Background: an optimization exercise with open tools, aiming at small area and a short achievable clock period. Do not read the settings as production practice.
No functional check of the RTL was part of any run shown here.
Power and IR drop assume default switching activity.

==> flow/design.v (outline; a module is shown in full before it is edited, if it fits) <==
// module apbRegs: 58 lines
// module countdownTimer: 59 lines
// module digitGlyph: 27 lines
// module sceneHitTest: 93 lines
// module barrelHits: 744 lines
// module radiusSquare: 109 lines
// module absDiff10: 49 lines
// module fullAdder: 10 lines
// module halfAdder: 9 lines
// module pixelMixer: 13 lines
// module donkeyScreen: 51 lines
module donkeyScreen #(
    parameter int TimerStart      = 6059,
    parameter int FramesPerSecond = 60
) (
    input  logic                  frame_clk,
    input  logic                  reset,
    input  logic                  PSEL,
    input  logic                  PENABLE,
    input  logic                  PWRITE,
    input  logic [7:0]            PADDR,
    input  logic [15:0]           PWDATA,
    output logic [15:0]           PRDATA,
    output logic                  PREADY,
    output logic                  PSLVERR,
    input  logic                  frameStart,
    input  spritePkg::coordT      drawX,
    input  spritePkg::coordT      drawY,
    output spritePkg::colorT      rgb,
    output spritePkg::frameCountT timeLeft
);
  // ...
==> flow/flow/run.sh <==
#!/bin/bash
# The standard layout, with plain buffers on the ports instead of the delay cells
# that port buffering picks by default, and timing repair aimed at a shorter period than
# the clock (the margin); make's output goes to make_finish.log, each tool's to orfs/logs
set -euo pipefail
bash standard.sh finish BUFFER_PORTS_ARGS="-buffer_cell sky130_fd_sc_hd__buf_2" SETUP_SLACK_MARGIN=8 > make_finish.log 2>&1
==> flow/standard.sh <==
#!/bin/bash
# synth_recipe.tcl (not shown) runs the flow's synth.tcl, then flattens the netlist and writes it again
# the make line also repeats each setting of config.mk as NAME=value (left out here)
make -C /OpenROAD-flow-scripts/flow DESIGN_CONFIG=/design/flow/config.mk WORK_HOME=/design/flow/orfs CLKGATE_MAP_FILE= SYNTH_SCRIPT=/design/flow/synth_recipe.tcl "${@:-finish}"
==> flow/config.mk <==
export PLATFORM = sky130hd
export DESIGN_NAME = donkeyScreen
export DESIGN_NICKNAME = donkeyScreen
export VERILOG_FILES = /design/flow/design.v
export SDC_FILE = /design/flow/constraint.sdc
export NUM_CORES = 4
export LEC_CHECK = 0
export CAP_MARGIN = 20
export CORE_MARGIN = 2
export CORE_UTILIZATION = 40
export CTS_BUF_LIST = sky130_fd_sc_hd__clkbuf_4 sky130_fd_sc_hd__clkbuf_8
export SLEW_MARGIN = 20
export SYNTH_HIERARCHICAL = 1
export SYNTH_MINIMUM_KEEP_SIZE = 0
==> flow/constraint.sdc <==
create_clock -name core_clock -period 14.0 [get_ports {frame_clk}]
set_input_delay 2.8000 -clock core_clock [delete_from_list [all_inputs] [get_ports {frame_clk}]]
set_output_delay 2.8000 -clock core_clock [all_outputs]
set_load 0.01 [all_outputs]
==> run notes, run 1 <==
### STA
• **worst clock skew** 0.01795 ns
• **shortest period the worst path allows** 6.831 ns
• **setup slack after layout** 7.169 ns
• **max-slew violation total from the final report** 0
• **unrepaired setup endpoints after global routing** true

### Pwr
• **combinational-cell power consumption** 1.42 mW
• **Worst IR Drop VDD** 0.1738 mV
• **Internal Dissipation** 1.255 mW
• **logic gate share of total power** 62.0%
• **share of total power consumed by net switching** 45.06%

### Critical path
• **category of the worst setup path launch point** input port
• **type of the worst setup path** input port to output port
• **critical register-to-register path endpoint** hitTest.code[0]
• **type of destination of the critical path** output port
• **cell type group with the largest total delay on the critical path** simple AND/OR/NAND/NOR gates
• **logic depth of the worst path, buffers included** 6

### Flow run
• **maxcap violations** 0

### Clocking
• **number of clock sinks seen by CTS** 140
• **number of buffers inserted during clock tree synthesis** 17

### Outcome
• **status** finished clean

### Routing
• **post-detailed-route count of antenna-violating nets** 0
• **vias per inst** 5.292
• **DR WL met3** 1.480 mm
• **total iterations of the first detailed-routing run** 5

### Placement
• **post-place instance area** 16530 um^2

### Synth
• **instance count of the mapped netlist** 1709
• **Post-Synthesis Mean Instance Area** 9.497 um^2

### Die
• **Die Outline Area** 42200 um^2

### Final layout
• **number of flip-flops under the largest register name** 18
• **area fraction of clock buffers and clock inverters** 2.392%

### Min path
• **startpoint of the tightest hold check path** hitTest.digitHit

### Global routing
• **Remaining Overflow, GRT** 0

==> module apbRegs, before the edit <==
module apbRegs (
    input  logic             frame_clk,
    input  logic             reset,
    input  logic             PSEL,
    input  logic             PENABLE,
    input  logic             PWRITE,
    input  logic [7:0]       PADDR,
    input  logic [15:0]      PWDATA,
    output logic [15:0]      PRDATA,
    output logic             PREADY,
    output logic             PSLVERR,
    output spritePkg::coordT barrel0XN,
    output spritePkg::coordT barrel0YN,
    output spritePkg::coordT barrel1XN,
    output spritePkg::coordT barrel1YN,
    output spritePkg::coordT barrelSize,
    output logic             timerRestart
);
    localparam logic [9:0] OffScreen   = 10'd700;
    localparam logic [9:0] DefaultSize = 10'd8;
    logic       highZero;
    logic       addrMapped;
    logic [5:0] sel;
    logic       writeAcc;
    assign highZero   = (PADDR[7:5] == 3'd0) && (PADDR[1:0] == 2'd0);
    assign addrMapped = highZero && !(PADDR[4] && PADDR[3]);
    always_comb begin
        for (int i = 0; i < 6; i++) sel[i] = highZero && (PADDR[4:2] == 3'(i));
    end
    assign PREADY  = 1'b1;
    assign PSLVERR = ~addrMapped;
    assign PRDATA  = {6'd0, ({10{sel[0]}} & ~barrel0XN) | ({10{sel[1]}} & ~barrel0YN)
                          | ({10{sel[2]}} & ~barrel1XN) | ({10{sel[3]}} & ~barrel1YN)
                          | ({10{sel[4]}} & barrelSize)};
    assign writeAcc = PSEL & PENABLE & PWRITE;
    always_ff @(posedge frame_clk or posedge reset) begin
        if (reset) begin
            barrel0XN  <= ~OffScreen;
            barrel0YN  <= ~OffScreen;
            barrel1XN  <= ~OffScreen;
            barrel1YN  <= ~OffScreen;
            barrelSize <= DefaultSize;
        end else if (writeAcc) begin
            if (sel[0]) barrel0XN  <= ~PWDATA[9:0];
            if (sel[1]) barrel0YN  <= ~PWDATA[9:0];
            if (sel[2]) barrel1XN  <= ~PWDATA[9:0];
            if (sel[3]) barrel1YN  <= ~PWDATA[9:0];
            if (sel[4]) barrelSize <= PWDATA[9:0];
        end
    end
    always_ff @(posedge frame_clk or posedge reset) begin
        if (reset) begin
            timerRestart <= 1'b0;
        end else begin
            timerRestart <= writeAcc && sel[5] && PWDATA[0];
        end
    end
endmodule
==> module countdownTimer, before the edit <==
module countdownTimer (
    input  logic        frame_clk,
    input  logic        reset,
    input  logic        frameStart,
    input  logic        timerRestart,
    output spritePkg::frameCountT timeLeft,
    output logic        hundreds,
    output spritePkg::digitT      tens,
    output spritePkg::digitT      ones
);
    localparam logic [12:0] TimerStart = 13'd6059;
    logic [12:3] countHigh;
    logic [12:0] count;
    logic [5:0]  frames;
    logic framesZero, onesZero, tensZero, tick, secTick, onesTick, tensTick;
    logic [13:3] cb;    
    logic [6:0]  fb;
    logic [4:0]  ob, tb;
    assign count    = {countHigh, frames[2] ^ ones[0], frames[1:0]};
    assign timeLeft = {3'd0, count};
    assign framesZero = (frames == 6'd0);
    assign onesZero   = (ones == 4'd0);
    assign tensZero   = (tens == 4'd0);
    assign tick     = frameStart & ~(framesZero & onesZero & tensZero & ~hundreds);
    assign secTick  = tick & framesZero;
    assign onesTick = secTick & onesZero;
    assign tensTick = onesTick & tensZero;
    always_comb begin
        cb[3] = tick & (count[2:0] == 3'd0);
        for (int i = 3; i < 13; i++) cb[i+1] = cb[i] & ~count[i];
        fb[0] = tick & ~framesZero;
        for (int i = 0; i < 6; i++) fb[i+1] = fb[i] & ~frames[i];
        ob[0] = secTick & ~onesZero;
        for (int i = 0; i < 4; i++) ob[i+1] = ob[i] & ~ones[i];
        tb[0] = onesTick & ~tensZero;
        for (int i = 0; i < 4; i++) tb[i+1] = tb[i] & ~tens[i];
    end
    always_ff @(posedge frame_clk or posedge reset) begin
        if (reset) begin
            countHigh <= TimerStart[12:3];
            frames   <= 6'd59;
            ones     <= 4'd0;
            tens     <= 4'd0;
            hundreds <= 1'b1;
        end else if (timerRestart) begin
            countHigh <= TimerStart[12:3];
            frames   <= 6'd59;
            ones     <= 4'd0;
            tens     <= 4'd0;
            hundreds <= 1'b1;
        end else begin
            countHigh <= countHigh ^ cb[12:3];
            frames <= frames ^ (fb[5:0] | {secTick, secTick, secTick, 1'b0, secTick, secTick});
            ones   <= ones ^ (ob[3:0] | {onesTick, 2'b00, onesTick});
            tens   <= tens ^ (tb[3:0] | {tensTick, 2'b00, tensTick});
            if (tensTick) hundreds <= 1'b0;
        end
    end
endmodule
==> module digitGlyph, before the edit <==
module digitGlyph (
    input  spritePkg::digitT digit,
    input  logic [2:0]       cellX,
    input  logic [3:0]       cellY,
    output logic             lit
);
    logic [6:0] segOn;
    logic [6:0] segArea;
    logic d3, d2, d1, d0;
    assign {d3, d2, d1, d0} = digit;
    assign segOn[6] = d3 | d1 | (d2 & d0) | (~d2 & ~d0);
    assign segOn[5] = ~d2 | (d1 & d0) | (~d1 & ~d0);
    assign segOn[4] = d2 | ~d1 | d0;
    assign segOn[3] = d3 | (~d2 & ~d0) | (d1 & ~d0) | (~d2 & d1) | (d2 & ~d1 & d0);
    assign segOn[2] = (~d2 & ~d0) | (d1 & ~d0);
    assign segOn[1] = d3 | (~d1 & ~d0) | (d2 & ~d1) | (d2 & ~d0);
    assign segOn[0] = d3 | (d2 & ~d1) | (~d2 & d1) | (d1 & ~d0);
    assign segArea[6] = (cellY <= 4'd1) && (cellX >= 3'd1) && (cellX <= 3'd6);
    assign segArea[0] = (cellY >= 4'd7) && (cellY <= 4'd8)
                        && (cellX >= 3'd1) && (cellX <= 3'd6);
    assign segArea[3] = (cellY >= 4'd14) && (cellX >= 3'd1) && (cellX <= 3'd6);
    assign segArea[5] = (cellX >= 3'd6) && (cellY >= 4'd1) && (cellY <= 4'd7);
    assign segArea[1] = (cellX <= 3'd1) && (cellY >= 4'd1) && (cellY <= 4'd7);
    assign segArea[4] = (cellX >= 3'd6) && (cellY >= 4'd8) && (cellY <= 4'd14);
    assign segArea[2] = (cellX <= 3'd1) && (cellY >= 4'd8) && (cellY <= 4'd14);
    assign lit = |(segOn & segArea);
endmodule
==> module sceneHitTest, before the edit <==
module sceneHitTest (
    input  logic             frame_clk,
    input  logic             reset,
    input  spritePkg::coordT drawX,
    input  spritePkg::coordT drawY,
    input  spritePkg::coordT barrel0XN,
    input  spritePkg::coordT barrel0YN,
    input  spritePkg::coordT barrel1XN,
    input  spritePkg::coordT barrel1YN,
    input  spritePkg::coordT barrelSize,
    input  logic             hundreds,
    input  spritePkg::digitT tens,
    input  spritePkg::digitT ones,
    output logic [1:0]       code
);
    spritePkg::coordT dist0X, dist0Y, dist1X, dist1Y;
    spritePkg::coordT dist0XNext, dist0YNext, dist1XNext, dist1YNext;
    logic [19:0] radSqNext;
    logic [19:2] radSqHigh;
    logic        radSqLow;
    logic [19:0] radSq;
    logic  distValid;
    logic  digitHit;
    logic  girderHit;
    logic  barrelNext;
    logic  girderNext;
    logic  digitNext;
    logic  inDigitArea;
    logic  glyphLit;
    spritePkg::digitT cellDigit;
    absDiff10 diff0X (.a (drawX), .nb (barrel0XN), .d (dist0XNext));
    absDiff10 diff0Y (.a (drawY), .nb (barrel0YN), .d (dist0YNext));
    absDiff10 diff1X (.a (drawX), .nb (barrel1XN), .d (dist1XNext));
    absDiff10 diff1Y (.a (drawY), .nb (barrel1YN), .d (dist1YNext));
    radiusSquare radSquare (.r (barrelSize), .sq (radSqNext));
    always_comb begin
        girderNext = 1'b0;
        for (int i = 0; i < spritePkg::GirderCount; i++) begin
            if ((drawX > spritePkg::GirderLeft[10*i +: 10]) && (drawX < spritePkg::GirderRight[10*i +: 10])
                    && (drawY >= spritePkg::GirderTop[10*i +: 10]) && (drawY <= spritePkg::GirderBottom[10*i +: 10])) begin
                girderNext = 1'b1;
            end
        end
    end
    assign inDigitArea = (drawX < 10'd24) && (drawY < 10'd16);
    always_comb begin
        case (drawX[4:3])
            2'd0:    cellDigit = {3'd0, hundreds};
            2'd1:    cellDigit = tens;
            default: cellDigit = ones;
        endcase
    end
    digitGlyph glyph (
        .digit (cellDigit),
        .cellX (drawX[2:0]),
        .cellY (drawY[3:0]),
        .lit   (glyphLit)
    );
    assign digitNext = inDigitArea & glyphLit;
    always_ff @(posedge frame_clk) begin
        dist0X <= dist0XNext;
        dist0Y <= dist0YNext;
        dist1X <= dist1XNext;
        dist1Y <= dist1YNext;
        radSqHigh <= radSqNext[19:2];
        radSqLow  <= radSqNext[0];
    end
    always_ff @(posedge frame_clk or posedge reset) begin
        if (reset) begin
            distValid <= 1'b0;
            digitHit  <= 1'b0;
            girderHit <= 1'b0;
        end else begin
            distValid <= 1'b1;
            digitHit  <= digitNext;
            girderHit <= girderNext;
        end
    end
    assign radSq = {radSqHigh, 1'b0, radSqLow};
    barrelHits circles (
        .a0x (dist0X), .a0y (dist0Y), .a1x (dist1X), .a1y (dist1Y),
        .radSq (radSq),
        .hit (barrelNext)
    );
    always_ff @(posedge frame_clk or posedge reset) begin
        if (reset) begin
            code <= 2'b00;
        end else begin
            code[1] <= (distValid & barrelNext) | digitHit;
            code[0] <= (distValid & barrelNext) | (~digitHit & girderHit);
        end
    end
endmodule
==> module donkeyScreen, before the edit <==
module donkeyScreen #(
    parameter int TimerStart      = 6059,
    parameter int FramesPerSecond = 60
) (
    input  logic                  frame_clk,
    input  logic                  reset,
    input  logic                  PSEL,
    input  logic                  PENABLE,
    input  logic                  PWRITE,
    input  logic [7:0]            PADDR,
    input  logic [15:0]           PWDATA,
    output logic [15:0]           PRDATA,
    output logic                  PREADY,
    output logic                  PSLVERR,
    input  logic                  frameStart,
    input  spritePkg::coordT      drawX,
    input  spritePkg::coordT      drawY,
    output spritePkg::colorT      rgb,
    output spritePkg::frameCountT timeLeft
);
    spritePkg::coordT barrel0XN;
    spritePkg::coordT barrel0YN;
    spritePkg::coordT barrel1XN;
    spritePkg::coordT barrel1YN;
    spritePkg::coordT barrelSize;
    logic  timerRestart;
    logic  hundreds;
    spritePkg::digitT tens;
    spritePkg::digitT ones;
    logic [1:0] code;
    apbRegs regs (
        .frame_clk, .reset,
        .PSEL, .PENABLE, .PWRITE, .PADDR, .PWDATA,
        .PRDATA, .PREADY, .PSLVERR,
        .barrel0XN, .barrel0YN, .barrel1XN, .barrel1YN, .barrelSize,
        .timerRestart
    );
    countdownTimer timer (
        .frame_clk, .reset, .frameStart, .timerRestart,
        .timeLeft, .hundreds, .tens, .ones
    );
    sceneHitTest hitTest (
        .frame_clk, .reset, .drawX, .drawY,
        .barrel0XN, .barrel0YN, .barrel1XN, .barrel1YN, .barrelSize,
        .hundreds, .tens, .ones,
        .code
    );
    pixelMixer mixer (
        .code, .rgb
    );
endmodule
==> run 2, diff against run 1 <==
--- a/flow/design.v
+++ b/flow/design.v
@@ -28,52 +28,52 @@
     input  logic             PSEL,
     input  logic             PENABLE,
     input  logic             PWRITE,
     input  logic [7:0]       PADDR,
     input  logic [15:0]      PWDATA,
     output logic [15:0]      PRDATA,
     output logic             PREADY,
     output logic             PSLVERR,
-    output spritePkg::coordT barrel0XN,
-    output spritePkg::coordT barrel0YN,
-    output spritePkg::coordT barrel1XN,
-    output spritePkg::coordT barrel1YN,
+    output spritePkg::coordT barrel0X,
+    output spritePkg::coordT barrel0Y,
+    output spritePkg::coordT barrel1X,
+    output spritePkg::coordT barrel1Y,
     output spritePkg::coordT barrelSize,
     output logic             timerRestart
 );
     localparam logic [9:0] OffScreen   = 10'd700;
     localparam logic [9:0] DefaultSize = 10'd8;
     logic       highZero;
     logic       addrMapped;
     logic [5:0] sel;
     logic       writeAcc;
     assign highZero   = (PADDR[7:5] == 3'd0) && (PADDR[1:0] == 2'd0);
     assign addrMapped = highZero && !(PADDR[4] && PADDR[3]);
     always_comb begin
         for (int i = 0; i < 6; i++) sel[i] = highZero && (PADDR[4:2] == 3'(i));
     end
     assign PREADY  = 1'b1;
     assign PSLVERR = ~addrMapped;
-    assign PRDATA  = {6'd0, ({10{sel[0]}} & ~barrel0XN) | ({10{sel[1]}} & ~barrel0YN)
-                          | ({10{sel[2]}} & ~barrel1XN) | ({10{sel[3]}} & ~barrel1YN)
+    assign PRDATA  = {6'd0, ({10{sel[0]}} & barrel0X) | ({10{sel[1]}} & barrel0Y)
+                          | ({10{sel[2]}} & barrel1X) | ({10{sel[3]}} & barrel1Y)
                           | ({10{sel[4]}} & barrelSize)};
     assign writeAcc = PSEL & PENABLE & PWRITE;
     always_ff @(posedge frame_clk or posedge reset) begin
         if (reset) begin
-            barrel0XN  <= ~OffScreen;
-            barrel0YN  <= ~OffScreen;
-            barrel1XN  <= ~OffScreen;
-            barrel1YN  <= ~OffScreen;
+            barrel0X   <= OffScreen;
+            barrel0Y   <= OffScreen;
+            barrel1X   <= OffScreen;
+            barrel1Y   <= OffScreen;
             barrelSize <= DefaultSize;
         end else if (writeAcc) begin
-            if (sel[0]) barrel0XN  <= ~PWDATA[9:0];
-            if (sel[1]) barrel0YN  <= ~PWDATA[9:0];
-            if (sel[2]) barrel1XN  <= ~PWDATA[9:0];
-            if (sel[3]) barrel1YN  <= ~PWDATA[9:0];
+            if (sel[0]) barrel0X   <= PWDATA[9:0];
+            if (sel[1]) barrel0Y   <= PWDATA[9:0];
+            if (sel[2]) barrel1X   <= PWDATA[9:0];
+            if (sel[3]) barrel1Y   <= PWDATA[9:0];
             if (sel[4]) barrelSize <= PWDATA[9:0];
         end
     end
     always_ff @(posedge frame_clk or posedge reset) begin
         if (reset) begin
             timerRestart <= 1'b0;
         end else begin
             timerRestart <= writeAcc && sel[5] && PWDATA[0];
@@ -87,127 +87,132 @@
     input  logic        frameStart,
     input  logic        timerRestart,
     output spritePkg::frameCountT timeLeft,
     output logic        hundreds,
     output spritePkg::digitT      tens,
     output spritePkg::digitT      ones
 );
     localparam logic [12:0] TimerStart = 13'd6059;
-    logic [12:3] countHigh;
     logic [12:0] count;
     logic [5:0]  frames;
     logic framesZero, onesZero, tensZero, tick, secTick, onesTick, tensTick;
-    logic [13:3] cb;    
+    logic [13:0] cb;    
     logic [6:0]  fb;
     logic [4:0]  ob, tb;
-    assign count    = {countHigh, frames[2] ^ ones[0], frames[1:0]};
     assign timeLeft = {3'd0, count};
     assign framesZero = (frames == 6'd0);
     assign onesZero   = (ones == 4'd0);
     assign tensZero   = (tens == 4'd0);
     assign tick     = frameStart & ~(framesZero & onesZero & tensZero & ~hundreds);
     assign secTick  = tick & framesZero;
     assign onesTick = secTick & onesZero;
     assign tensTick = onesTick & tensZero;
     always_comb begin
-        cb[3] = tick & (count[2:0] == 3'd0);
-        for (int i = 3; i < 13; i++) cb[i+1] = cb[i] & ~count[i];
+        cb[0] = tick;
+        for (int i = 0; i < 13; i++) cb[i+1] = cb[i] & ~count[i];
         fb[0] = tick & ~framesZero;
         for (int i = 0; i < 6; i++) fb[i+1] = fb[i] & ~frames[i];
         ob[0] = secTick & ~onesZero;
         for (int i = 0; i < 4; i++) ob[i+1] = ob[i] & ~ones[i];
         tb[0] = onesTick & ~tensZero;
         for (int i = 0; i < 4; i++) tb[i+1] = tb[i] & ~tens[i];
     end
     always_ff @(posedge frame_clk or posedge reset) begin
         if (reset) begin
-            countHigh <= TimerStart[12:3];
+            count    <= TimerStart;
             frames   <= 6'd59;
             ones     <= 4'd0;
             tens     <= 4'd0;
             hundreds <= 1'b1;
         end else if (timerRestart) begin
-            countHigh <= TimerStart[12:3];
+            count    <= TimerStart;
             frames   <= 6'd59;
             ones     <= 4'd0;
             tens     <= 4'd0;
             hundreds <= 1'b1;
         end else begin
-            countHigh <= countHigh ^ cb[12:3];
+            count  <= count ^ cb[12:0];
             frames <= frames ^ (fb[5:0] | {secTick, secTick, secTick, 1'b0, secTick, secTick});
             ones   <= ones ^ (ob[3:0] | {onesTick, 2'b00, onesTick});
             tens   <= tens ^ (tb[3:0] | {tensTick, 2'b00, tensTick});
             if (tensTick) hundreds <= 1'b0;
         end
     end
 endmodule
 `timescale 1ns/1ps
 module digitGlyph (
     input  spritePkg::digitT digit,
     input  logic [2:0]       cellX,
     input  logic [3:0]       cellY,
     output logic             lit
 );
     logic [6:0] segOn;
     logic [6:0] segArea;
-    logic d3, d2, d1, d0;
-    assign {d3, d2, d1, d0} = digit;
-    assign segOn[6] = d3 | d1 | (d2 & d0) | (~d2 & ~d0);
-    assign segOn[5] = ~d2 | (d1 & d0) | (~d1 & ~d0);
-    assign segOn[4] = d2 | ~d1 | d0;
-    assign segOn[3] = d3 | (~d2 & ~d0) | (d1 & ~d0) | (~d2 & d1) | (d2 & ~d1 & d0);
-    assign segOn[2] = (~d2 & ~d0) | (d1 & ~d0);
-    assign segOn[1] = d3 | (~d1 & ~d0) | (d2 & ~d1) | (d2 & ~d0);
-    assign segOn[0] = d3 | (d2 & ~d1) | (~d2 & d1) | (d1 & ~d0);
+    always_comb begin
+        case (digit)
+            4'd0:    segOn = 7'b1111110;
+            4'd1:    segOn = 7'b0110000;
+            4'd2:    segOn = 7'b1101101;
+            4'd3:    segOn = 7'b1111001;
+            4'd4:    segOn = 7'b0110011;
+            4'd5:    segOn = 7'b1011011;
+            4'd6:    segOn = 7'b1011111;
+            4'd7:    segOn = 7'b1110000;
+            4'd8:    segOn = 7'b1111111;
+            4'd9:    segOn = 7'b1111011;
+            default: segOn = 7'b0000000;
+        endcase
+    end
     assign segArea[6] = (cellY <= 4'd1) && (cellX >= 3'd1) && (cellX <= 3'd6);
     assign segArea[0] = (cellY >= 4'd7) && (cellY <= 4'd8)
                         && (cellX >= 3'd1) && (cellX <= 3'd6);
     assign segArea[3] = (cellY >= 4'd14) && (cellX >= 3'd1) && (cellX <= 3'd6);
     assign segArea[5] = (cellX >= 3'd6) && (cellY >= 4'd1) && (cellY <= 4'd7);
     assign segArea[1] = (cellX <= 3'd1) && (cellY >= 4'd1) && (cellY <= 4'd7);
     assign segArea[4] = (cellX >= 3'd6) && (cellY >= 4'd8) && (cellY <= 4'd14);
     assign segArea[2] = (cellX <= 3'd1) && (cellY >= 4'd8) && (cellY <= 4'd14);
     assign lit = |(segOn & segArea);
 endmodule
 `timescale 1ns/1ps
 module sceneHitTest (
     input  logic             frame_clk,
     input  logic             reset,
     input  spritePkg::coordT drawX,
     input  spritePkg::coordT drawY,
-    input  spritePkg::coordT barrel0XN,
-    input  spritePkg::coordT barrel0YN,
-    input  spritePkg::coordT barrel1XN,
-    input  spritePkg::coordT barrel1YN,
+    input  spritePkg::coordT barrel0X,
+    input  spritePkg::coordT barrel0Y,
+    input  spritePkg::coordT barrel1X,
+    input  spritePkg::coordT barrel1Y,
     input  spritePkg::coordT barrelSize,
     input  logic             hundreds,
     input  spritePkg::digitT tens,
     input  spritePkg::digitT ones,
     output logic [1:0]       code
 );
     spritePkg::coordT dist0X, dist0Y, dist1X, dist1Y;
     spritePkg::coordT dist0XNext, dist0YNext, dist1XNext, dist1YNext;
     logic [19:0] radSqNext;
-    logic [19:2] radSqHigh;
-    logic        radSqLow;
     logic [19:0] radSq;
     logic  distValid;
     logic  digitHit;
     logic  girderHit;
     logic  barrelNext;
     logic  girderNext;
     logic  digitNext;
     logic  inDigitArea;
     logic  glyphLit;
     spritePkg::digitT cellDigit;
-    absDiff10 diff0X (.a (drawX), .nb (barrel0XN), .d (dist0XNext));
-    absDiff10 diff0Y (.a (drawY), .nb (barrel0YN), .d (dist0YNext));
-    absDiff10 diff1X (.a (drawX), .nb (barrel1XN), .d (dist1XNext));
-    absDiff10 diff1Y (.a (drawY), .nb (barrel1YN), .d (dist1YNext));
+    spritePkg::coordT drawXN, drawYN;
+    assign drawXN = ~drawX;
+    assign drawYN = ~drawY;
+    absDiff10 diff0X (.a (barrel0X), .nb (drawXN), .d (dist0XNext));
+    absDiff10 diff0Y (.a (barrel0Y), .nb (drawYN), .d (dist0YNext));
+    absDiff10 diff1X (.a (barrel1X), .nb (drawXN), .d (dist1XNext));
+    absDiff10 diff1Y (.a (barrel1Y), .nb (drawYN), .d (dist1YNext));
     radiusSquare radSquare (.r (barrelSize), .sq (radSqNext));
     always_comb begin
         girderNext = 1'b0;
         for (int i = 0; i < spritePkg::GirderCount; i++) begin
             if ((drawX > spritePkg::GirderLeft[10*i +: 10]) && (drawX < spritePkg::GirderRight[10*i +: 10])
                     && (drawY >= spritePkg::GirderTop[10*i +: 10]) && (drawY <= spritePkg::GirderBottom[10*i +: 10])) begin
                 girderNext = 1'b1;
             end
@@ -228,31 +233,29 @@
         .lit   (glyphLit)
     );
     assign digitNext = inDigitArea & glyphLit;
     always_ff @(posedge frame_clk) begin
         dist0X <= dist0XNext;
         dist0Y <= dist0YNext;
         dist1X <= dist1XNext;
         dist1Y <= dist1YNext;
-        radSqHigh <= radSqNext[19:2];
-        radSqLow  <= radSqNext[0];
+        radSq  <= radSqNext;
     end
     always_ff @(posedge frame_clk or posedge reset) begin
         if (reset) begin
             distValid <= 1'b0;
             digitHit  <= 1'b0;
             girderHit <= 1'b0;
         end else begin
             distValid <= 1'b1;
             digitHit  <= digitNext;
             girderHit <= girderNext;
         end
     end
-    assign radSq = {radSqHigh, 1'b0, radSqLow};
     barrelHits circles (
         .a0x (dist0X), .a0y (dist0Y), .a1x (dist1X), .a1y (dist1Y),
         .radSq (radSq),
         .hit (barrelNext)
     );
     always_ff @(posedge frame_clk or posedge reset) begin
         if (reset) begin
             code <= 2'b00;
@@ -378,54 +381,54 @@
     wire pp105 = ~(a0y[6] & a0y[8]);
     wire pp106 = ~(a0y[6] & a0y[9]);
     wire pp107 = ~(a0y[7] & a0y[8]);
     wire pp108 = ~(a0y[7] & a0y[9]);
     wire pp109 = ~(a0y[8] & a0y[9]);
     wire fs110, fc110;
     fullAdder u110 (.a(radSq[8]), .b(pd4), .c(pd59), .s(fs110), .co(fc110));
     wire hs111, hc111;
-    assign hs111 = ~(radSq[9] ^ pp17);
-    assign hc111 = radSq[9] | pp17;
+    xnorGate u111s (.a(radSq[9]), .b(pp17), .y(hs111));
+    orGate u111c (.a(radSq[9]), .b(pp17), .y(hc111));
     wire fs112, fc112;
     fullAdder u112 (.a(radSq[10]), .b(pd5), .c(pd60), .s(fs112), .co(fc112));
     wire fs113, fc113;
     fullAdder u113 (.a(pp18), .b(pp25), .c(pp31), .s(fs113), .co(fc113));
     wire hs114, hc114;
-    assign hs114 = ~(pp36 ^ pp40);
-    assign hc114 = pp36 | pp40;
+    xnorGate u114s (.a(pp36), .b(pp40), .y(hs114));
+    orGate u114c (.a(pp36), .b(pp40), .y(hc114));
     wire fs115, fc115;
     fullAdder u115 (.a(radSq[11]), .b(pp26), .c(pp32), .s(fs115), .co(fc115));
     wire hs116, hc116;
-    assign hs116 = ~(pp37 ^ pp41);
-    assign hc116 = pp37 | pp41;
+    xnorGate u116s (.a(pp37), .b(pp41), .y(hs116));
+    orGate u116c (.a(pp37), .b(pp41), .y(hc116));
     wire fs117, fc117;
     fullAdder u117 (.a(radSq[12]), .b(pd6), .c(pd61), .s(fs117), .co(fc117));
     wire fs118, fc118;
     fullAdder u118 (.a(pp33), .b(pp38), .c(pp42), .s(fs118), .co(fc118));
     wire hs119, hc119;
-    assign hs119 = ~(radSq[4] ^ pd2);
-    assign hc119 = radSq[4] | pd2;
+    xnorGate u119s (.a(radSq[4]), .b(pd2), .y(hs119));
+    orGate u119c (.a(radSq[4]), .b(pd2), .y(hc119));
     wire fs120, fc120;
     fullAdder u120 (.a(radSq[6]), .b(pd3), .c(pd58), .s(fs120), .co(fc120));
     wire hs121, hc121;
-    assign hs121 = ~(pp14 ^ pp21);
-    assign hc121 = pp14 | pp21;
+    xnorGate u121s (.a(pp14), .b(pp21), .y(hs121));
+    orGate u121c (.a(pp14), .b(pp21), .y(hc121));
     wire fs122, fc122;
     fullAdder u122 (.a(radSq[7]), .b(pp15), .c(pp22), .s(fs122), .co(fc122));
     wire hs123, hc123;
-    assign hs123 = ~(pp28 ^ pp70);
-    assign hc123 = pp28 | pp70;
+    xnorGate u123s (.a(pp28), .b(pp70), .y(hs123));
+    orGate u123c (.a(pp28), .b(pp70), .y(hc123));
     wire fs124, fc124;
     fullAdder u124 (.a(pp16), .b(pp23), .c(pp29), .s(fs124), .co(fc124));
     wire fs125, fc125;
     fullAdder u125 (.a(pp34), .b(pp71), .c(pp78), .s(fs125), .co(fc125));
     wire hs126, hc126;
-    assign hs126 = ~(pp84 ^ pp89);
-    assign hc126 = pp84 | pp89;
+    xnorGate u126s (.a(pp84), .b(pp89), .y(hs126));
+    orGate u126c (.a(pp84), .b(pp89), .y(hc126));
     wire fs127, fc127;
     fullAdder u127 (.a(pp24), .b(pp30), .c(pp35), .s(fs127), .co(fc127));
     wire fs128, fc128;
     fullAdder u128 (.a(pp72), .b(pp79), .c(pp85), .s(fs128), .co(fc128));
     wire fs129, fc129;
     fullAdder u129 (.a(pp90), .b(fc110), .c(hs111), .s(fs129), .co(fc129));
     wire fs130, fc130;
     fullAdder u130 (.a(pp73), .b(pp80), .c(pp86), .s(fs130), .co(fc130));
@@ -457,25 +460,25 @@
     fullAdder u143 (.a(pp44), .b(pp47), .c(pp49), .s(fs143), .co(fc143));
     wire fs144, fc144;
     fullAdder u144 (.a(pp99), .b(pp102), .c(pp104), .s(fs144), .co(fc144));
     wire fs145, fc145;
     fullAdder u145 (.a(radSq[15]), .b(pp48), .c(pp50), .s(fs145), .co(fc145));
     wire fs146, fc146;
     fullAdder u146 (.a(radSq[16]), .b(pd8), .c(pd63), .s(fs146), .co(fc146));
     wire hs147, hc147;
-    assign hs147 = ~(radSq[2] ^ pd1);
-    assign hc147 = radSq[2] | pd1;
+    xnorGate u147s (.a(radSq[2]), .b(pd1), .y(hs147));
+    orGate u147c (.a(radSq[2]), .b(pd1), .y(hc147));
     wire fs148, fc148;
     fullAdder u148 (.a(pd57), .b(pp12), .c(pp19), .s(fs148), .co(fc148));
     wire fs149, fc149;
     fullAdder u149 (.a(radSq[5]), .b(pp13), .c(pp20), .s(fs149), .co(fc149));
     wire hs150, hc150;
-    assign hs150 = ~(pp68 ^ pp75);
-    assign hc150 = pp68 | pp75;
+    xnorGate u150s (.a(pp68), .b(pp75), .y(hs150));
+    orGate u150c (.a(pp68), .b(pp75), .y(hc150));
     wire fs151, fc151;
     fullAdder u151 (.a(pp27), .b(pp69), .c(pp76), .s(fs151), .co(fc151));
     wire fs152, fc152;
     fullAdder u152 (.a(pp82), .b(hs121), .c(fs120), .s(fs152), .co(fc152));
     wire fs153, fc153;
     fullAdder u153 (.a(pp77), .b(pp83), .c(hc121), .s(fs153), .co(fc153));
     wire fs154, fc154;
     fullAdder u154 (.a(fc120), .b(hs123), .c(fs122), .s(fs154), .co(fc154));
@@ -515,18 +518,18 @@
     fullAdder u171 (.a(pp51), .b(pp52), .c(pp106), .s(fs171), .co(fc171));
     wire fs172, fc172;
     fullAdder u172 (.a(pp107), .b(fc145), .c(fs146), .s(fs172), .co(fc172));
     wire fs173, fc173;
     fullAdder u173 (.a(radSq[17]), .b(pp53), .c(pp108), .s(fs173), .co(fc173));
     wire fs174, fc174;
     fullAdder u174 (.a(radSq[18]), .b(pd9), .c(pd64), .s(fs174), .co(fc174));
     wire hs175, hc175;
-    assign hs175 = ~(pd56 ^ pp10);
-    assign hc175 = pd56 | pp10;
+    xnorGate u175s (.a(pd56), .b(pp10), .y(hs175));
+    orGate u175c (.a(pd56), .b(pp10), .y(hc175));
     wire fs176, fc176;
     fullAdder u176 (.a(radSq[3]), .b(pp11), .c(pp66), .s(fs176), .co(fc176));
     wire fs177, fc177;
     fullAdder u177 (.a(pp67), .b(pp74), .c(hs119), .s(fs177), .co(fc177));
     wire fs178, fc178;
     fullAdder u178 (.a(hc119), .b(hs150), .c(fc148), .s(fs178), .co(fc178));
     wire fs179, fc179;
     fullAdder u179 (.a(hc150), .b(fc149), .c(fs151), .s(fs179), .co(fc179));
@@ -550,21 +553,21 @@
     fullAdder u188 (.a(fc167), .b(fs169), .c(fs170), .s(fs188), .co(fc188));
     wire fs189, fc189;
     fullAdder u189 (.a(fs171), .b(fc169), .c(fc170), .s(fs189), .co(fc189));
     wire fs190, fc190;
     fullAdder u190 (.a(fc146), .b(fc171), .c(fs173), .s(fs190), .co(fc190));
     wire fs191, fc191;
     fullAdder u191 (.a(pp54), .b(pp109), .c(fc173), .s(fs191), .co(fc191));
     wire hs192, hc192;
-    assign hs192 = ~(radSq[0] ^ pd0);
-    assign hc192 = radSq[0] | pd0;
+    xnorGate u192s (.a(radSq[0]), .b(pd0), .y(hs192));
+    orGate u192c (.a(radSq[0]), .b(pd0), .y(hc192));
     wire hs193, hc193;
-    assign hs193 = ~(pp65 ^ hs147);
-    assign hc193 = pp65 | hs147;
+    xnorGate u193s (.a(pp65), .b(hs147), .y(hs193));
+    orGate u193c (.a(pp65), .b(hs147), .y(hc193));
     wire fs194, fc194;
     fullAdder u194 (.a(hc147), .b(hc175), .c(fs176), .s(fs194), .co(fc194));
     wire fs195, fc195;
     fullAdder u195 (.a(fc176), .b(fs148), .c(fs177), .s(fs195), .co(fc195));
     wire fs196, fc196;
     fullAdder u196 (.a(fs149), .b(fc177), .c(fs178), .s(fs196), .co(fc196));
     wire fs197, fc197;
     fullAdder u197 (.a(fc178), .b(fs152), .c(fs179), .s(fs197), .co(fc197));
@@ -745,54 +748,54 @@
     wire pp316 = ~(a1y[6] & a1y[8]);
     wire pp317 = ~(a1y[6] & a1y[9]);
     wire pp318 = ~(a1y[7] & a1y[8]);
     wire pp319 = ~(a1y[7] & a1y[9]);
     wire pp320 = ~(a1y[8] & a1y[9]);
     wire fs321, fc321;
     fullAdder u321 (.a(radSq[8]), .b(pd215), .c(pd270), .s(fs321), .co(fc321));
     wire hs322, hc322;
-    assign hs322 = ~(radSq[9] ^ pp228);
-    assign hc322 = radSq[9] | pp228;
+    xnorGate u322s (.a(radSq[9]), .b(pp228), .y(hs322));
+    orGate u322c (.a(radSq[9]), .b(pp228), .y(hc322));
     wire fs323, fc323;
     fullAdder u323 (.a(radSq[10]), .b(pd216), .c(pd271), .s(fs323), .co(fc323));
     wire fs324, fc324;
     fullAdder u324 (.a(pp229), .b(pp236), .c(pp242), .s(fs324), .co(fc324));
     wire hs325, hc325;
-    assign hs325 = ~(pp247 ^ pp251);
-    assign hc325 = pp247 | pp251;
+    xnorGate u325s (.a(pp247), .b(pp251), .y(hs325));
+    orGate u325c (.a(pp247), .b(pp251), .y(hc325));
     wire fs326, fc326;
     fullAdder u326 (.a(radSq[11]), .b(pp237), .c(pp243), .s(fs326), .co(fc326));
     wire hs327, hc327;
-    assign hs327 = ~(pp248 ^ pp252);
-    assign hc327 = pp248 | pp252;
+    xnorGate u327s (.a(pp248), .b(pp252), .y(hs327));
+    orGate u327c (.a(pp248), .b(pp252), .y(hc327));
     wire fs328, fc328;
     fullAdder u328 (.a(radSq[12]), .b(pd217), .c(pd272), .s(fs328), .co(fc328));
     wire fs329, fc329;
     fullAdder u329 (.a(pp244), .b(pp249), .c(pp253), .s(fs329), .co(fc329));
     wire hs330, hc330;
-    assign hs330 = ~(radSq[4] ^ pd213);
-    assign hc330 = radSq[4] | pd213;
+    xnorGate u330s (.a(radSq[4]), .b(pd213), .y(hs330));
+    orGate u330c (.a(radSq[4]), .b(pd213), .y(hc330));
     wire fs331, fc331;
     fullAdder u331 (.a(radSq[6]), .b(pd214), .c(pd269), .s(fs331), .co(fc331));
     wire hs332, hc332;
-    assign hs332 = ~(pp225 ^ pp232);
-    assign hc332 = pp225 | pp232;
+    xnorGate u332s (.a(pp225), .b(pp232), .y(hs332));
+    orGate u332c (.a(pp225), .b(pp232), .y(hc332));
     wire fs333, fc333;
     fullAdder u333 (.a(radSq[7]), .b(pp226), .c(pp233), .s(fs333), .co(fc333));
     wire hs334, hc334;
-    assign hs334 = ~(pp239 ^ pp281);
-    assign hc334 = pp239 | pp281;
+    xnorGate u334s (.a(pp239), .b(pp281), .y(hs334));
+    orGate u334c (.a(pp239), .b(pp281), .y(hc334));
     wire fs335, fc335;
     fullAdder u335 (.a(pp227), .b(pp234), .c(pp240), .s(fs335), .co(fc335));
     wire fs336, fc336;
     fullAdder u336 (.a(pp245), .b(pp282), .c(pp289), .s(fs336), .co(fc336));
     wire hs337, hc337;
-    assign hs337 = ~(pp295 ^ pp300);
-    assign hc337 = pp295 | pp300;
+    xnorGate u337s (.a(pp295), .b(pp300), .y(hs337));
+    orGate u337c (.a(pp295), .b(pp300), .y(hc337));
     wire fs338, fc338;
     fullAdder u338 (.a(pp235), .b(pp241), .c(pp246), .s(fs338), .co(fc338));
     wire fs339, fc339;
     fullAdder u339 (.a(pp283), .b(pp290), .c(pp296), .s(fs339), .co(fc339));
     wire fs340, fc340;
     fullAdder u340 (.a(pp301), .b(fc321), .c(hs322), .s(fs340), .co(fc340));
     wire fs341, fc341;
     fullAdder u341 (.a(pp284), .b(pp291), .c(pp297), .s(fs341), .co(fc341));
@@ -824,25 +827,25 @@
     fullAdder u354 (.a(pp255), .b(pp258), .c(pp260), .s(fs354), .co(fc354));
     wire fs355, fc355;
     fullAdder u355 (.a(pp310), .b(pp313), .c(pp315), .s(fs355), .co(fc355));
     wire fs356, fc356;
     fullAdder u356 (.a(radSq[15]), .b(pp259), .c(pp261), .s(fs356), .co(fc356));
     wire fs357, fc357;
     fullAdder u357 (.a(radSq[16]), .b(pd219), .c(pd274), .s(fs357), .co(fc357));
     wire hs358, hc358;
-    assign hs358 = ~(radSq[2] ^ pd212);
-    assign hc358 = radSq[2] | pd212;
+    xnorGate u358s (.a(radSq[2]), .b(pd212), .y(hs358));
+    orGate u358c (.a(radSq[2]), .b(pd212), .y(hc358));
     wire fs359, fc359;
     fullAdder u359 (.a(pd268), .b(pp223), .c(pp230), .s(fs359), .co(fc359));
     wire fs360, fc360;
     fullAdder u360 (.a(radSq[5]), .b(pp224), .c(pp231), .s(fs360), .co(fc360));
     wire hs361, hc361;
-    assign hs361 = ~(pp279 ^ pp286);
-    assign hc361 = pp279 | pp286;
+    xnorGate u361s (.a(pp279), .b(pp286), .y(hs361));
+    orGate u361c (.a(pp279), .b(pp286), .y(hc361));
     wire fs362, fc362;
     fullAdder u362 (.a(pp238), .b(pp280), .c(pp287), .s(fs362), .co(fc362));
     wire fs363, fc363;
     fullAdder u363 (.a(pp293), .b(hs332), .c(fs331), .s(fs363), .co(fc363));
     wire fs364, fc364;
     fullAdder u364 (.a(pp288), .b(pp294), .c(hc332), .s(fs364), .co(fc364));
     wire fs365, fc365;
     fullAdder u365 (.a(fc331), .b(hs334), .c(fs333), .s(fs365), .co(fc365));
@@ -882,18 +885,18 @@
     fullAdder u382 (.a(pp262), .b(pp263), .c(pp317), .s(fs382), .co(fc382));
     wire fs383, fc383;
     fullAdder u383 (.a(pp318), .b(fc356), .c(fs357), .s(fs383), .co(fc383));
     wire fs384, fc384;
     fullAdder u384 (.a(radSq[17]), .b(pp264), .c(pp319), .s(fs384), .co(fc384));
     wire fs385, fc385;
     fullAdder u385 (.a(radSq[18]), .b(pd220), .c(pd275), .s(fs385), .co(fc385));
     wire hs386, hc386;
-    assign hs386 = ~(pd267 ^ pp221);
-    assign hc386 = pd267 | pp221;
+    xnorGate u386s (.a(pd267), .b(pp221), .y(hs386));
+    orGate u386c (.a(pd267), .b(pp221), .y(hc386));
     wire fs387, fc387;
     fullAdder u387 (.a(radSq[3]), .b(pp222), .c(pp277), .s(fs387), .co(fc387));
     wire fs388, fc388;
     fullAdder u388 (.a(pp278), .b(pp285), .c(hs330), .s(fs388), .co(fc388));
     wire fs389, fc389;
     fullAdder u389 (.a(hc330), .b(hs361), .c(fc359), .s(fs389), .co(fc389));
     wire fs390, fc390;
     fullAdder u390 (.a(hc361), .b(fc360), .c(fs362), .s(fs390), .co(fc390));
@@ -917,21 +920,21 @@
     fullAdder u399 (.a(fc378), .b(fs380), .c(fs381), .s(fs399), .co(fc399));
     wire fs400, fc400;
     fullAdder u400 (.a(fs382), .b(fc380), .c(fc381), .s(fs400), .co(fc400));
     wire fs401, fc401;
     fullAdder u401 (.a(fc357), .b(fc382), .c(fs384), .s(fs401), .co(fc401));
     wire fs402, fc402;
     fullAdder u402 (.a(pp265), .b(pp320), .c(fc384), .s(fs402), .co(fc402));
     wire hs403, hc403;
-    assign hs403 = ~(radSq[0] ^ pd211);
-    assign hc403 = radSq[0] | pd211;
+    xnorGate u403s (.a(radSq[0]), .b(pd211), .y(hs403));
+    orGate u403c (.a(radSq[0]), .b(pd211), .y(hc403));
     wire hs404, hc404;
-    assign hs404 = ~(pp276 ^ hs358);
-    assign hc404 = pp276 | hs358;
+    xnorGate u404s (.a(pp276), .b(hs358), .y(hs404));
+    orGate u404c (.a(pp276), .b(hs358), .y(hc404));
     wire fs405, fc405;
     fullAdder u405 (.a(hc358), .b(hc386), .c(fs387), .s(fs405), .co(fc405));
     wire fs406, fc406;
     fullAdder u406 (.a(fc387), .b(fs359), .c(fs388), .s(fs406), .co(fc406));
     wire fs407, fc407;
     fullAdder u407 (.a(fs360), .b(fc388), .c(fs389), .s(fs407), .co(fc407));
     wire fs408, fc408;
     fullAdder u408 (.a(fc389), .b(fs363), .c(fs390), .s(fs408), .co(fc408));
@@ -1169,16 +1172,30 @@
     input  logic b,
     input  logic c,
     output logic s,
     output logic co
 );
     assign s  = a ^ b ^ c;
     assign co = (a & b) | (a & c) | (b & c);
 endmodule
+module xnorGate (
+    input  logic a,
+    input  logic b,
+    output logic y
+);
+    assign y = ~(a ^ b);
+endmodule
+module orGate (
+    input  logic a,
+    input  logic b,
+    output logic y
+);
+    assign y = a | b;
+endmodule
 module halfAdder (
     input  logic a,
     input  logic b,
     output logic s,
     output logic co
 );
     assign s  = a ^ b;
     assign co = a & b;
@@ -1213,39 +1230,39 @@
     output logic                  PREADY,
     output logic                  PSLVERR,
     input  logic                  frameStart,
     input  spritePkg::coordT      drawX,
     input  spritePkg::coordT      drawY,
     output spritePkg::colorT      rgb,
     output spritePkg::frameCountT timeLeft
 );
-    spritePkg::coordT barrel0XN;
-    spritePkg::coordT barrel0YN;
-    spritePkg::coordT barrel1XN;
-    spritePkg::coordT barrel1YN;
+    spritePkg::coordT barrel0X;
+    spritePkg::coordT barrel0Y;
+    spritePkg::coordT barrel1X;
+    spritePkg::coordT barrel1Y;
     spritePkg::coordT barrelSize;
     logic  timerRestart;
     logic  hundreds;
     spritePkg::digitT tens;
     spritePkg::digitT ones;
     logic [1:0] code;
     apbRegs regs (
         .frame_clk, .reset,
         .PSEL, .PENABLE, .PWRITE, .PADDR, .PWDATA,
         .PRDATA, .PREADY, .PSLVERR,
-        .barrel0XN, .barrel0YN, .barrel1XN, .barrel1YN, .barrelSize,
+        .barrel0X, .barrel0Y, .barrel1X, .barrel1Y, .barrelSize,
         .timerRestart
     );
     countdownTimer timer (
         .frame_clk, .reset, .frameStart, .timerRestart,
         .timeLeft, .hundreds, .tens, .ones
     );
     sceneHitTest hitTest (
         .frame_clk, .reset, .drawX, .drawY,
-        .barrel0XN, .barrel0YN, .barrel1XN, .barrel1YN, .barrelSize,
+        .barrel0X, .barrel0Y, .barrel1X, .barrel1Y, .barrelSize,
         .hundreds, .tens, .ones,
         .code
     );
     pixelMixer mixer (
         .code, .rgb
     );
 endmodule
==> run notes, run 2 <==
### Outcome
• **status** finished clean, unchanged

### Pwr
• **Worst IR Drop VDD** 0.08398 mV, was 0.1738 mV
• **share of total power consumed by net switching** 40.69%, was 45.06%
• **switching power** 0.6584 mW, was 1.030 mW
• **logic gate share of total power** 47.2%, was 62.0%
• **cell leakage power** 7.876 nW, was 7.837 nW
• **fraction of power consumed by the clock network** 21.4%, was 15.0%
• **Sequential Power Share** 31.5%, was 23.1%
• **pwr dens** 92.88 nW/um^2, was 134.0 nW/um^2
• **Internal Dissipation** 0.9598 mW, was 1.255 mW
• **sum of internal, switching and leakage power** 1.618 mW, was 2.285 mW

### Synth
• **netlist area before placement** 16350 um^2, was 16230 um^2
• **FF+latch count, synth** 144
• **share of synthesized registers carrying an async set or reset** 58.33%
• **number of flops mapped to enable cells by yosys** 0
• **dominant synthesized flop cell** sky130_fd_sc_hd__dfxtp_1
• **yosys warns** 10, was 9
• **Post-Synthesis Mean Instance Area** 9.727 um^2, was 9.497 um^2
• **top cell type by total area after synthesis** sky130_fd_sc_hd__fa_1
• **instance count of the mapped netlist** 1681, was 1709
• **area share of the largest cell type after synthesis** 26.32%
• **top cells by count, synth** sky130_fd_sc_hd__nand2_1 (261), sky130_fd_sc_hd__fa_1 (215), sky130_fd_sc_hd__inv_1 (150)
• **dominant cells by area after synthesis** sky130_fd_sc_hd__fa_1 (26%), sky130_fd_sc_hd__dfxtp_1 (7.3%), sky130_fd_sc_hd__ha_1 (7.0%)
• **most used standard cell by instance count after synthesis** sky130_fd_sc_hd__nand2_1
• **sequential cell area fraction in the yosys report** 20.51%
• **number of different library cells in the post-synthesis netlist** 94

### Critical path
• **cell type group with the largest total delay on the critical path** buffers and inverters, was simple AND/OR/NAND/NOR gates
• **maximum fanout along the worst path** 8, unchanged
• **type of destination of the critical path** output port, unchanged
• **buffering stage count on the worst path with inverters included** 3, was 2
• **type of the worst setup path** input port to output port, unchanged
• **delay of the slowest critical-path stage** 0.20 ns, was 0.55 ns
• **Worst path slowest cell** sky130_fd_sc_hd__nor3b_4, was sky130_fd_sc_hd__or4_4
• **data required time at the worst endpoint** 11.20 ns, about the same
• **category of the worst setup path launch point** input port, unchanged
• **Arr. time, crit path** 3.69 ns, was 4.03 ns
• **crit path cell chain** buf_12, nor3b_4, buf_6, nand2_1, a21oi_2, buf_2, was buf_6, or4_4, nor2_4, nand2_4, o21ai_2, buf_2

### Die
• **initial standard-cell utilization of the core** 40.32%, was 40.66%
• **Die Outline Area** 42510 um^2, was 42200 um^2
• **number of rows created at floorplan** 74, was 73
• **core area** 40550 um^2, was 39910 um^2
• **number of top-level pins** 96, unchanged
• **die width** 206.2 um, was 205.4 um
• **height of the chip** 206.2 um, was 205.4 um

### Routing
• **routed vias** 11783, was 11748
• **violation count after the first detailed-routing iteration** 697, was 653
• **residual DRC count** 0, unchanged
• **post-DR wirelength/cell** 18.01 um, was 17.79 um
• **Total Wirelength** 39.77 mm, was 39.49 mm
• **total iterations of the first detailed-routing run** 6, was 5
• **vias per inst** 5.337, was 5.292
• **post-detailed-route count of antenna-violating nets** 0, unchanged

### STA
• **unrepaired setup endpoints after global routing** true, unchanged
• **max-slew violation total from the final report** 0, unchanged
• **share of the clock period used by the worst path** 46.34%, was 48.79%
• **actual slew at the worst max-slew pin** 0.8583 ns, was 0.9717 ns
• **Max Clock Freq** 154.1 MHz, was 146.4 MHz
• **Fin Setup TNS** 0 ns, unchanged
• **shortest period the worst path allows** 6.488 ns, was 6.831 ns
• **Max transition margin** 42.71%, was 34.73%
• **number of setup violations in the final report** 0, unchanged
• **worst clock skew** 0.01995 ns, was 0.01795 ns
• **final hold viol count** 0, unchanged

### Clocking
• **clock slew seen by the registers of the worst setup and hold paths** 0.10 ns, was 0.08 ns
• **cell chosen for the clock root** sky130_fd_sc_hd__clkbuf_8, unchanged
• **clock network latency to the later pin of the worst-skew pair** 0.49 ns, was 0.47 ns
• **number of clock sinks seen by CTS** 144, was 140
• **maximum clock insertion buffer count** 2, unchanged
• **TritonCTS clock tree** done, unchanged
• **level count of the clock H-tree** 4, unchanged
• **number of buffers inserted during clock tree synthesis** 17, unchanged
• **CTS Hold Bufs** 0, unchanged

### Final layout
• **fin cells** 2208, was 2220
• **Regs by FF count** hitTest.radSq: 20 flops, timer.count: 13 flops
• **commonest cells after routing, fill and taps aside** sky130_fd_sc_hd__nand2_1 (259), sky130_fd_sc_hd__fa_1 (215), sky130_fd_sc_hd__inv_1 (148), sky130_fd_sc_hd__ha_1 (91), sky130_fd_sc_hd__buf_2 (74), was sky130_fd_sc_hd__nand2_1 (251), sky130_fd_sc_hd__fa_1 (215), sky130_fd_sc_hd__inv_1 (179), sky130_fd_sc_hd__ha_1 (106), sky130_fd_sc_hd__buf_2 (73)
• **number of flip-flops under the largest register name** 20, was 18
• **signed area change from the synthesized netlist to the final layout** 6.558%, was 5.057%
• **register containing the most flip-flops in the final layout** hitTest.radSq, was hitTest.radSqHigh
• **share of the core filled with cells in the final layout** 42.96%, was 42.72%
• **most common cell after layout, fill and taps aside** sky130_fd_sc_hd__nand2_1, unchanged
• **share of cells above drive strength 1** 19.03%, was 13.98%
• **count of fill cells added during filler insertion** 3928, was 3903
• **antenna cells** 0, unchanged
• **Net count, final** 2019, was 2053

### Global routing
• **wire length of the first global-routing pass** 64.07 mm, was 65.41 mm
• **via count of the first global-routing pass** 11929, was 12302
• **largest net degree at the start of global routing** 52, unchanged
• **Remaining Overflow, GRT** 0, unchanged
• **gr usage total** 19.45%, was 19.87%
• **number of antenna violations at the first check in global routing** 0, was 1

### Flow run
• **maxcap violations** 0, unchanged

### Min path
• **Hold/Removal Path Class** flip-flop to flip-flop, unchanged

### Placement
• **last weighted congestion value of the routability-driven placer** 0.8820, was 0.9025
• **PortBufs** 79, unchanged
• **number of cells in the design after placement** 2163, was 2182
• **post-detailed-placement half-perimeter wirelength** 31.83 mm, was 31.81 mm

==> run 2: area by class of cell <==
cell class / count / area [um^2] / area share, %
timing repair buffer: 91 / 646.9 / 3.713
tap: 532 / 665.6 / 3.820
clock inverter: 15 / 162.7 / 0.9336
multi-input combinational: 1259 / 11800 / 67.71
inverter: 150 / 564.3 / 3.239
clock buffer: 17 / 234.0 / 1.343
sequential: 144 / 3353 / 19.25
==> run 2: Yosys stat by module, one instance, submodules excluded, a selection <==
module          cell area, um^2  times used
barrelHits                 1531           1
countdownTimer             1420           1
sceneHitTest               1888           1
orGate                    6.256          24
halfAdder                 12.51           7
xnorGate                  8.758          24
digitGlyph                341.6           1
==> run 2: timing repair <==
action,4_1_cts,5_1_grt
gates resized for setup,40,9
gates cloned,4,0
pin swaps,20,18
buffers inserted,5,4
setup endpoints to repair,11,11
==> run 2: per-stage QoR <==
stage / worst slack [ns] / hold slack, ns / cell area [um^2]
after global routing: 7.499 / 0.4689 / 17420
after floorplan: 7.545 / 0.4260 / 16480
after detailed placement: 6.777 / 0.4496 / 16660
after global placement: 6.834 / 0.4364 / 16660
after CTS: 7.515 / 0.4644 / 17350
final: 7.512 / 0.4575 / 17420
==> run 2: per-layer routing <==
metal | vias up | wire [um] | track usage (%)
met5 | - | 0 | 0
met4 | 0 | 1266 | 7.219
met3 | 57 | 1689 | 2.381
met2 | 272 | 18740 | 31.23
met1 | 5961 | 18070 | 26.94
li1 | 5493 | - | -
==> run 2: worst paths after layout <==
check                                  start                  to  slack (ns)  cells past startpoint
min reg2reg                 hitTest.digitHit     hitTest.code[0]        0.46                      1
min                         hitTest.digitHit     hitTest.code[0]        0.46                      1
max reg2reg                hitTest.dist1X[2]     hitTest.code[0]        9.41                     14
min in group asynchronous              reset   hitTest.girderHit        2.26                      2
max                                 PADDR[2]           PRDATA[0]        7.51                      6
max in group asynchronous              reset  regs.barrelSize[8]       10.97                      2
==> run 2: power by group through the flow <==
stage	Combinational (mW)	Clock [mW]	Sequential, mW
2_1_floorplan	0.614	0	0.489
3_3_place_gp	0.734	0	0.516
3_5_place_dp	0.754	0	0.518
4_1_cts	0.767	0.355	0.510
5_1_grt	0.867	0.370	0.517
6_report	0.763	0.346	0.509
==> run 2: kinds of logic after synthesis <==
family                   share of synthesized area, %
multiplexers                                    6.160
buffers and inverters                           8.616
AO/OA/AOI/OAI                                   11.49
other                                          0.1148
XOR/XNOR                                        4.178
AND/OR/NAND/NOR                                 15.43
flip-flops                                      20.51
adder cells (fa/ha/maj)                         33.49
==> run 2: worst reg2reg max path, stage by stage, from the launching register on <==
cell	delay, ns
sky130_fd_sc_hd__dfxtp_1	0.61
sky130_fd_sc_hd__nand2_1	0.15
sky130_fd_sc_hd__fa_1	0.58
sky130_fd_sc_hd__fa_1	0.43
sky130_fd_sc_hd__fa_1	0.42
sky130_fd_sc_hd__fa_1	0.46
sky130_fd_sc_hd__fa_1	0.54
sky130_fd_sc_hd__o22ai_1	0.10
sky130_fd_sc_hd__a22oi_1	0.20
sky130_fd_sc_hd__o221ai_1	0.14
sky130_fd_sc_hd__nand3_1	0.08
sky130_fd_sc_hd__nand3_1	0.21
sky130_fd_sc_hd__o221ai_2	0.39
sky130_fd_sc_hd__nand2_1	0.13
sky130_fd_sc_hd__o21ai_0	0.10
==> run 3, diff against run 2 <==
--- a/flow/design.v
+++ b/flow/design.v
@@ -93,10 +93,12 @@
 );
     localparam logic [12:0] TimerStart = 13'd6059;
+    logic [12:3] countHigh;
     logic [12:0] count;
     logic [5:0]  frames;
     logic framesZero, onesZero, tensZero, tick, secTick, onesTick, tensTick;
-    logic [13:0] cb;    
+    logic [13:3] cb;    
     logic [6:0]  fb;
     logic [4:0]  ob, tb;
+    assign count    = {countHigh, frames[2] ^ ones[0], frames[1:0]};
     assign timeLeft = {3'd0, count};
     assign framesZero = (frames == 6'd0);
@@ -108,6 +110,6 @@
     assign tensTick = onesTick & tensZero;
     always_comb begin
-        cb[0] = tick;
-        for (int i = 0; i < 13; i++) cb[i+1] = cb[i] & ~count[i];
+        cb[3] = tick & (count[2:0] == 3'd0);
+        for (int i = 3; i < 13; i++) cb[i+1] = cb[i] & ~count[i];
         fb[0] = tick & ~framesZero;
         for (int i = 0; i < 6; i++) fb[i+1] = fb[i] & ~frames[i];
@@ -119,5 +121,5 @@
     always_ff @(posedge frame_clk or posedge reset) begin
         if (reset) begin
-            count    <= TimerStart;
+            countHigh <= TimerStart[12:3];
             frames   <= 6'd59;
             ones     <= 4'd0;
@@ -125,5 +127,5 @@
             hundreds <= 1'b1;
         end else if (timerRestart) begin
-            count    <= TimerStart;
+            countHigh <= TimerStart[12:3];
             frames   <= 6'd59;
             ones     <= 4'd0;
@@ -131,5 +133,5 @@
             hundreds <= 1'b1;
         end else begin
-            count  <= count ^ cb[12:0];
+            countHigh <= countHigh ^ cb[12:3];
             frames <= frames ^ (fb[5:0] | {secTick, secTick, secTick, 1'b0, secTick, secTick});
             ones   <= ones ^ (ob[3:0] | {onesTick, 2'b00, onesTick});
==> run notes, run 3 <==
### Outcome
• **status** finished clean, unchanged

### Synth
• **share of synthesized registers carrying an async set or reset** 57.45%, was 58.33%
• **top cell type by total area after synthesis** sky130_fd_sc_hd__fa_1, unchanged
• **number of flops mapped to enable cells by yosys** 0, unchanged
• **area share of the largest cell type after synthesis** 26.45%, was 26.32%
• **top cells by count, synth** sky130_fd_sc_hd__nand2_1 (260), sky130_fd_sc_hd__fa_1 (215), sky130_fd_sc_hd__inv_1 (147), was sky130_fd_sc_hd__nand2_1 (261), sky130_fd_sc_hd__fa_1 (215), sky130_fd_sc_hd__inv_1 (150)
• **netlist area before placement** 16280 um^2, was 16350 um^2
• **FF+latch count, synth** 141, was 144
• **yosys warns** 10, unchanged
• **number of different library cells in the post-synthesis netlist** 94, unchanged
• **sequential cell area fraction in the yosys report** 20.13%, was 20.51%
• **dominant synthesized flop cell** sky130_fd_sc_hd__dfxtp_1, unchanged

### Flow run
• **maxcap violations** 0, unchanged

### Final layout
• **number of flip-flops under the largest register name** 20, unchanged
• **Net count, final** 2007, was 2019
• **most common cell after layout, fill and taps aside** sky130_fd_sc_hd__nand2_1, unchanged
• **register containing the most flip-flops in the final layout** hitTest.radSq, unchanged
• **commonest cells after routing, fill and taps aside** sky130_fd_sc_hd__nand2_1 (259), sky130_fd_sc_hd__fa_1 (215), sky130_fd_sc_hd__inv_1 (145), sky130_fd_sc_hd__ha_1 (88), sky130_fd_sc_hd__buf_2 (74), was sky130_fd_sc_hd__nand2_1 (259), sky130_fd_sc_hd__fa_1 (215), sky130_fd_sc_hd__inv_1 (148), sky130_fd_sc_hd__ha_1 (91), sky130_fd_sc_hd__buf_2 (74)
• **count of fill cells added during filler insertion** 3874, was 3928
• **share of cells above drive strength 1** 19.20%, was 19.03%

### STA
• **Fin Setup TNS** 0 ns, unchanged
• **shortest period the worst path allows** 6.551 ns, was 6.488 ns
• **post-route worst hold slack** 0.4534 ns, was 0.4575 ns
• **Max Clock Freq** 152.7 MHz, was 154.1 MHz
• **share of the clock period used by the worst path** 46.79%, was 46.34%
• **Max transition margin** 40.22%, was 42.71%
• **max-slew violation total from the final report** 0, unchanged
• **worst clock skew** 0.01500 ns, was 0.01995 ns
• **number of setup violations in the final report** 0, unchanged
• **unrepaired setup endpoints after global routing** true, unchanged

### Clocking
• **level count of the clock H-tree** 4, unchanged
• **number of buffers inserted during clock tree synthesis** 17, unchanged
• **number of clock sinks seen by CTS** 141, was 144
• **CTS Hold Bufs** 0, unchanged
• **clock network latency to the later pin of the worst-skew pair** 0.47 ns, was 0.49 ns
• **clock slew seen by the registers of the worst setup and hold paths** 0.09 ns, was 0.10 ns
• **TritonCTS clock tree** done, unchanged

### Die
• **die width** 205.7 um, was 206.2 um
• **core area** 39910 um^2, was 40550 um^2
• **number of rows created at floorplan** 73, was 74
• **height of the chip** 205.7 um, was 206.2 um

### Pwr
• **cell leakage power** 7.820 nW, was 7.876 nW
• **share of total power consumed by net switching** 41.02%, was 40.69%
• **sum of internal, switching and leakage power** 1.603 mW, was 1.618 mW
• **pwr dens** 92.46 nW/um^2, was 92.88 nW/um^2
• **Sequential Power Share** 31.1%, was 31.5%
• **Internal Dissipation** 0.9451 mW, was 0.9598 mW
• **Worst IR Drop VDD** 0.07260 mV, was 0.08398 mV

### Routing
• **total iterations of the first detailed-routing run** 5, was 6
• **post-DR wirelength/cell** 18.18 um, was 18.01 um
• **routed vias** 11746, was 11783
• **Total Wirelength** 39.86 mm, was 39.77 mm
• **vias per inst** 5.356, was 5.337
• **violation count after the first detailed-routing iteration** 681, was 697
• **residual DRC count** 0, unchanged

### Critical path
• **type of the worst setup path** input port to output port, unchanged
• **maximum fanout along the worst path** 8, unchanged
• **category of the worst setup path launch point** input port, unchanged
• **data required time at the worst endpoint** 11.20 ns, about the same
• **Worst path slowest cell** sky130_fd_sc_hd__nor2_4, was sky130_fd_sc_hd__nor3b_4
• **cell type group with the largest total delay on the critical path** buffers and inverters, unchanged
• **type of destination of the critical path** output port, unchanged
• **delay of the slowest critical-path stage** 0.23 ns, was 0.20 ns
• **buffering stage count on the worst path with inverters included** 3, unchanged

### Global routing
• **largest net degree at the start of global routing** 52, unchanged
• **via count of the first global-routing pass** 11619, was 11929
• **Remaining Overflow, GRT** 0, unchanged
• **wire length of the first global-routing pass** 63.15 mm, was 64.07 mm
• **gr usage total** 19.22%, was 19.45%

### Min path
• **Hold/Removal Path Class** flip-flop to flip-flop, unchanged

### Placement
• **last weighted congestion value of the routability-driven placer** 0.8848, was 0.8820

==> run 3: cell types whose count changed after synthesis, sizes merged, moves of 2 or more <==
cell and change:
dfstp -2, a21oi -4, inv -3, o21ai -2
a311oi +3, nand3b -2, buf +2, or3 +2
ha -3
==> run 3: logic make-up after synthesis <==
group	after synthesis	share of synthesized area, %
simple gates	511	15.73
fa+ha+maj	306	33.42
buf+inv	284	8.649
compound gates	252	11.46
flops	141	20.13
mux	93	6.250
xor+xnor	79	4.251
other cells	5	0.1153
==> run 3: final cells by class <==
type / count / area [um^2] / area share, %
multi-input combinational: 1255 / 11800 / 68.06
sequential: 141 / 3276 / 18.90
tap: 525 / 656.9 / 3.790
timing repair buffer: 92 / 650.6 / 3.754
inverter: 147 / 553.0 / 3.191
clock buffer: 17 / 234.0 / 1.350
clock inverter: 15 / 163.9 / 0.9457
antenna: 1 / 2.502 / 0.01444
==> run 3: path summary, 6_finish.rpt <==
kind | start | end | slack (ns) | cells after the start
worst min-delay path | hitTest.digitHit | hitTest.code[0] | 0.45 | 1
min in group asynchronous | reset | hitTest.girderHit | 2.28 | 2
worst max register to register | hitTest.dist1X[9] | hitTest.code[0] | 9.33 | 14
worst max-delay path | PADDR[2] | PRDATA[0] | 7.45 | 6
worst min register to register | hitTest.digitHit | hitTest.code[0] | 0.45 | 1
max in group asynchronous | reset | regs.barrelSize[1] | 10.94 | 2
==> run 3: worst register-to-register path, stage by stage (launching register included) <==
cell and delay, ns:
sky130_fd_sc_hd__dfxtp_1 0.58, sky130_fd_sc_hd__nand2_1 0.15, sky130_fd_sc_hd__fa_1 0.59, sky130_fd_sc_hd__fa_1 0.45, sky130_fd_sc_hd__fa_1 0.42, sky130_fd_sc_hd__fa_1 0.51
sky130_fd_sc_hd__fa_1 0.45, sky130_fd_sc_hd__a222oi_1 0.49, sky130_fd_sc_hd__o21ai_1 0.13, sky130_fd_sc_hd__nor2_1 0.10, sky130_fd_sc_hd__o31ai_1 0.12, sky130_fd_sc_hd__a21oi_2 0.19
sky130_fd_sc_hd__o221ai_2 0.17, sky130_fd_sc_hd__nand2_1 0.11, sky130_fd_sc_hd__o21ai_0 0.08
==> run 3: power groups by stage <==
stage | registers (mW) | logic, mW | clock network [mW]
6_report | 0.499 | 0.761 | 0.343
5_1_grt | 0.506 | 0.857 | 0.368
4_1_cts | 0.499 | 0.764 | 0.351
3_5_place_dp | 0.507 | 0.752 | 0
3_3_place_gp | 0.507 | 0.733 | 0
2_1_floorplan | 0.476 | 0.617 | 0
==> run 3: layer usage <==
layer  routed length, um  GRT usage (%)
met1               18600          27.47
met2               19000          31.37
met3                1590          2.075
met4                 673          4.317
met5                   0              0
==> run 3: through the flow <==
step	utilization, %	setup WS [ns]	cells	instance area, um^2
6_report	43.42	7.449	2193	17330
5_1_grt	43.42	7.409	2192	17330
4_1_cts	43.14	7.497	2186	17220
3_5_place_dp	41.50	6.848	2145	16570
3_3_place_gp	41.50	6.869	2145	16570
2_1_floorplan	-	7.545	1678	16410
==> run 3: Yosys stat by module (local to each module, per instance), a selection <==
module	cell area, um^2	cells	flip-flops and latches	copies in the design
radiusSquare	1085	155	0	1
xnorGate	8.758	1	0	24
countdownTimer	1345	128	25	1
barrelHits	1531	339	0	1
sceneHitTest	1888	158	65	1
digitGlyph	341.6	48	0	1
fullAdder	20.02	1	0	199
==> run 3: what timing repair did <==
item,4_1_cts,5_1_grt
setup buffers,5,5
resized for setup,38,8
cloned,4,1
pin swaps,13,14
endpoints found under the setup margin,11,11

## re-timing with driven ports
The results above use ideal ports. As a check the final layouts listed here were re-extracted and re-timed, cells and wires unchanged.
Step 1 (the two cells are an assumption about what drives the block):
set clk [get_ports {frame_clk}]
set_driving_cell -lib_cell sky130_fd_sc_hd__clkbuf_16 $clk
set_driving_cell -lib_cell sky130_fd_sc_hd__buf_2 [delete_from_list [all_inputs] $clk]
Step 2 adds t to the input delays and takes it off the output delays; t is the mean of the earliest and latest rising clock arrival at the registers after step 1. Input paths then give back, and output paths get back, about the clock's delay inside the block.
Three values: no drivers, after step 1, after step 2; two values: the first two.
run | shift t [ns] | slack for setup (ns) | clock arrival spread, ns
run 1 | 0.506 | 7.169 / 7.138 / 7.138 | 0.019 / 0.019
run 2 | 0.522 | 7.512 / 7.290 / 7.290 | 0.020 / 0.021
run 3 | 0.510 | 7.449 / 7.269 / 7.269 | 0.016 / 0.016
After both steps every run listed still meets setup and hold. The setup slack of run 2, which loses most, moves by -0.222 ns with the drivers and by -0.222 ns with both steps.
